Source: an optimization exercise on an open RTL-to-GDS flow (aim: small area, a short achievable clock period and few clock cycles per item). Production flows keep margins and buffers that such runs may drop. No functional check of the RTL was part of any run shown here.

==> flow/design.v, too long to show whole: its modules and the start of the top module <==
// module butterfly_pipe_unit: 2002 lines
module butterfly_pipe_unit #(
    parameter int unsigned WIDTH         = 16,
    parameter int unsigned FRACTION_BITS = 14,
    parameter int unsigned TAG_WIDTH     = 5
) (
    input  logic                 CLK,
    input  logic                 RST,
    input  logic                 in_valid,
    output logic                 in_ready,
    input  logic [WIDTH-1:0]     in_1_real,
    input  logic [WIDTH-1:0]     in_1_imag,
    input  logic [WIDTH-1:0]     in_2_real,
    input  logic [WIDTH-1:0]     in_2_imag,
    input  logic [WIDTH-1:0]     twiddle_real,
    input  logic [WIDTH-1:0]     twiddle_imag,
    input  logic [TAG_WIDTH-1:0] in_tag,
    input  logic                 mode_inverse,
    input  logic                 scale_half,
    output logic                 out_valid,
    input  logic                 out_ready,
    output logic [WIDTH-1:0]     even_real,
    output logic [WIDTH-1:0]     even_imag,
    output logic [WIDTH-1:0]     odd_real,
    output logic [WIDTH-1:0]     odd_imag,
    output logic [TAG_WIDTH-1:0] out_tag,
    output logic                 ovf_flag,
    input  logic                 ovf_clear
);
  // ...
==> flow/run.sh <==
#!/bin/bash
# synth_recipe.tcl (not shown) runs the flow's synth.tcl, then flattens the netlist and writes it again
# the make line also repeats each setting of config.mk as NAME=value (left out here)
make -C /OpenROAD-flow-scripts/flow DESIGN_CONFIG=/design/flow/config.mk WORK_HOME=/design/flow/orfs CLKGATE_MAP_FILE= SYNTH_SCRIPT=/design/flow/synth_recipe.tcl finish
==> flow/config.mk <==
export PLATFORM = sky130hd
export DESIGN_NAME = butterfly_pipe_unit
export DESIGN_NICKNAME = butterfly_pipe_unit
export VERILOG_FILES = /design/flow/design.v
export SDC_FILE = /design/flow/constraint.sdc
export NUM_CORES = 4
export LEC_CHECK = 0
export CAP_MARGIN = 20
export CORE_MARGIN = 2
export CORE_UTILIZATION = 40
export SLEW_MARGIN = 20
==> flow/constraint.sdc <==
create_clock -name core_clock -period 10.0 [get_ports {CLK}]
set_input_delay 2.0000 -clock core_clock [delete_from_list [all_inputs] [get_ports {CLK}]]
set_output_delay 2.0000 -clock core_clock [all_outputs]
set_load 0.01 [all_outputs]
==> flow_summary.json, run 1 <==
{
  "status": "no timing/DRC/antenna violations",
  "synth_mux_area_frac": 0.0179,
  "final_common_cell": "inv_1",
  "drive_gt1_frac": 0.0541,
  "top_regs": "skid_q: 70 flops, out_q: 69 flops",
  "ys_warn_count": 1,
  "num_antenna_cells": 0,
  "rsz0062_at_grt": "no",
  "finalCriticalPeriod_ns": 6.04,
  "place_area_mm2": 0.0458,
  "cp.required_ns": 10.38,
  "syn_nets": 4981,
  "drc": 0,
  "numPortBuffers": 179,
  "slew_viol_final": 0,
  "worstHoldEndpoint": "a2i_q[5]",
  "use_met3": 0.0410,
  "num_rows": 120,
  "setup_tns_ns": 0,
  "critPathBufInv": 3,
  "slew_headroom": 0.354,
  "antenna_found_initial": 0,
  "core_mm2": 0.107,
  "worst_r2r_endpoint": "p2i_k_q",
  "io_pins": 180,
  "multi_input_area_mm2": 0.0279,
  "via_per_inst": 5.63,
  "regArea_mm2": 0.0112,
  "grt_use_met2": 0.376,
  "grt_pass1_wl_um": 196000,
  "multi_input_comb_cells": 2749,
  "max-cap-violations": 0,
  "fmax_ghz": 0.166,
  "worstSetupEndpointType": "flop",
  "grt_max_degree": 150,
  "grt_pass1_vias": 32259,
  "syn_to_final_growth_pct": 10.3,
  "final.setup_skew_ns": 0.0447
}
==> run 2, diff against run 1 <==
--- a/flow/config.mk
+++ b/flow/config.mk
@@ -5,7 +5,9 @@
 export SDC_FILE = /design/flow/constraint.sdc
 export NUM_CORES = 4
 export LEC_CHECK = 0
+export ABC_CLOCK_PERIOD_IN_PS = 3000
 export CAP_MARGIN = 20
 export CORE_MARGIN = 2
 export CORE_UTILIZATION = 40
+export SETUP_SLACK_MARGIN = 5
 export SLEW_MARGIN = 20
==> flow_summary.json, run 2 <==
{
  "num_rows": 120,
  "final_common_cell": "inv_1",
  "syn_avg_cell_area_um2": 10.4,
  "cpMostUsedCell": "fa_1",
  "synth_fa_ha_area_frac": 0.310,
  "synth-async-reset-ratio": 0,
  "r2r_cells": 16,
  "synth_cell_type_count": 82,
  "wire_per_inst_um": 23.2,
  "via_per_inst": 5.65,
  "cp.required_ns": 10.34,
  "max-cap-violations": 0,
  "yosys.area.top_type": "edfxtp_1",
  "critPathBufInv": 4,
  "hold_path_class": "flop to flop",
  "die_x_um": 331,
  "drive_gt1_frac": 0.0808,
  "synth_xor_xnor_area_share": 0.126,
  "setup_slack_ns": 4.94,
  "synth_commonest_cells": "660 x inv_1, 514 x fa_1, 497 x xnor2_1, 481 x a22oi_1, 369 x edfxtp_1",
  "layout_common_cells": "652 x inv_1, 498 x fa_1, 492 x xnor2_1",
  "worstSetupEndpointType": "flop",
  "instances_no_fill": 5601,
  "drc": 0,
  "cp.arrival_ns": 5.40,
  "synth_compound_area_frac": 0.148,
  "placed_cells": 5471,
  "worst_pin_slew_ns": 0.965,
  "slew_headroom": 0.357,
  "wl_um": 130000,
  "place_area_mm2": 0.0458,
  "dieArea_mm2": 0.110,
  "num_antenna_cells": 0,
  "cts.sinks": 375,
  "syn_nets": 4981,
  "status": "no timing/DRC/antenna violations",
  "largest_reg_flops": 70,
  "synth_mux_area_frac": 0.0179,
  "fmax_ghz": 0.198,
  "finalCriticalPeriod_ns": 5.06,
  "final.setup_skew_ns": 0.0446,
  "top_regs": "skid_q: 70 flops, out_q: 69 flops",
  "globalplace.congestion": 0.891,
  "setup-violations-final": 0,
  "cp-start-kind": "flop",
  "core_mm2": 0.107,
  "yosysSeqAreaShare": 0.262,
  "max-clock-path-buffers": 3,
  "synth_ff_type": "edfxtp_1",
  "place_worst_setup_slack_ns": 3.95,
  "synth_area_leaders": "edfxtp_1 26%, fa_1 24%, xnor2_1 10%",
  "first_iter_violations": 3045,
  "grt_pass1_wl_um": 198000,
  "clkLatencyLatePin_ns": 0.63,
  "synth.most_common_cell": "inv_1",
  "synth_top_area_share": 0.259,
  "antenna_left": 0,
  "numPortBuffers": 179,
  "htreeDepth": 2,
  "dp_hpwl_um": 87100,
  "grt_util_all_layers": 0.236,
  "setup_tns_ns": 0,
  "cts_root_buf": "clkbuf_16",
  "whs_ns": 0.418,
  "dr_total_vias": 31619,
  "cpPeakStageDelay_ns": 0.57,
  "rrSetupSlack_ns": 4.94,
  "synth_top_family_by_area": "adder cells",
  "cp_max_fo": 2,
  "numCtsBuffers": 44,
  "cp_top_family": "adder cells",
  "final_area_mm2": 0.0486,
  "critical_path.cell_chain": "buf_12, buf_12, buf_6, a22oi_2, xnor2_2, fa_2, fa_1, fa_1, fa_2, fa_1, inv_2, ha_4, ha_4, a2111o_1, o22ai_1, a21oi_1",
  "cts_hold_buf": 0,
  "synth_edf_count": 369,
  "fin_crit_sh": 0.506,
  "nNetsFinal": 5026,
  "ys_warn_count": 1,
  "io_pins": 180,
  "slew_viol_final": 0,
  "overflow": 0,
  "antenna_found_initial": 4,
  "grt_max_degree": 151,
  "netlist_instances": 4119,
  "hold_viol": 0,
  "grt_pass1_vias": 32264,
  "start_util": 0.402,
  "crit_type": "flop to flop",
  "clk_pin_slew_ns": 0.06,
  "die_y_um": 331,
  "syn_to_final_growth_pct": 13.4,
  "holdPathStages": 0,
  "synthSimpleGateAreaFrac": 0.0485,
  "path_depth": 16,
  "rsz0062_at_grt": "yes",
  "syn-cell-area_mm2": 0.0428,
  "cp_slowest_cell": "fa_1",
  "cts_tree": "done",
  "ys_ff_latch": 375,
  "firstDrtPassIters": 7,
  "largest_register": "skid_q",
  "num-fill-cells": 10105
}
==> run 2: area by class of cell <==
type / count / area, µm² / share of cell area
timing repair inverter: 1 / 8.76 / 0.000180
sequential: 375 / 11200 / 0.231
multi-input combinational: 2749 / 28100 / 0.579
clock buffer: 58 / 1230 / 0.0252
tap: 1403 / 1760 / 0.0361
clock inverter: 22 / 173 / 0.00355
timing repair buffer: 321 / 3510 / 0.0722
inverter: 672 / 2580 / 0.0531
==> run 2: worst paths after layout <==
path / start / to
worst min register to register: a1i_q[10] / a2i_q[10]
worst max register to register: b1r_q[4] / p2r_k_q
worst min-delay path: a1i_q[10] / a2i_q[10]
worst max-delay path: b1r_q[4] / p2r_k_q
==> run 2: cells by family after synthesis <==
kind of cell | after synthesis
muxes | 71
xor gates and xnor gates | 614
AOI/OAI and AO/OA | 881
and+or+nand+nor | 429
buffers and inverters | 995
adders and majority gates | 754
DFF | 375
==> run 2: worst reg2reg max path: stages (launching register included) <==
cell and delay [ns]:
edfxtp_1 0.53, buf_12 0.20, buf_12 0.12, buf_6 0.11, a22oi_2 0.16, xnor2_2 0.10, fa_2 0.38, fa_1 0.53
fa_1 0.57, fa_2 0.46, fa_1 0.51, inv_2 0.05, ha_4 0.26, ha_4 0.19, a2111o_1 0.42, o22ai_1 0.14
a21oi_1 0.07
==> run 2: layer usage <==
layer	share of wire	global-route usage	vias to the layer above	wire length, µm
met2	0.46	0.379	1553	59600
met3	0.088	0.0434	322	11400
met4	0.042	0.0864	6	5420
met1	0.41	0.319	15825	53200
met5	0.00029	0	-	37
li1	-	-	13913	-
==> run 2: repair_timing <==
action                     CTS  global route
buffers inserted            27            14
gates cloned                 6             3
resized for setup          108            90
setup endpoints to repair   75            84
pin swaps                   29            33
==> run 2: through the flow <==
step / utilization
2_1_floorplan: -
5_1_grt: 0.456
3_5_place_dp: 0.430
3_3_place_gp: 0.430
4_1_cts: 0.451
6_report: 0.456

separate check: timing with driven ports:
How much do the figures lean on ideal ports? The routed layouts below were timed once more, with nothing changed but the port constraints. Step 1: set_driving_cell puts a clkbuf_16 on CLK and a buf_2 on each other input, an assumption about the parent block. Step 2 also shifts input and output timing later by t, the mid clock arrival at the registers, as if the neighbouring blocks saw the same clock. a / b / c = no drivers / after step 1 / after step 2; a / b = the first two.
| run | shift t [ns] | setup slack, ns | cell pins on the clock port's net |
|---|---|---|---|
| run 1 | 0.679 | 3.960 / 3.960 / 3.960 | 1 |
| run 2 | 0.676 | 4.942 / 4.942 / 4.942 | 1 |
After both steps every run listed still meets setup and hold.
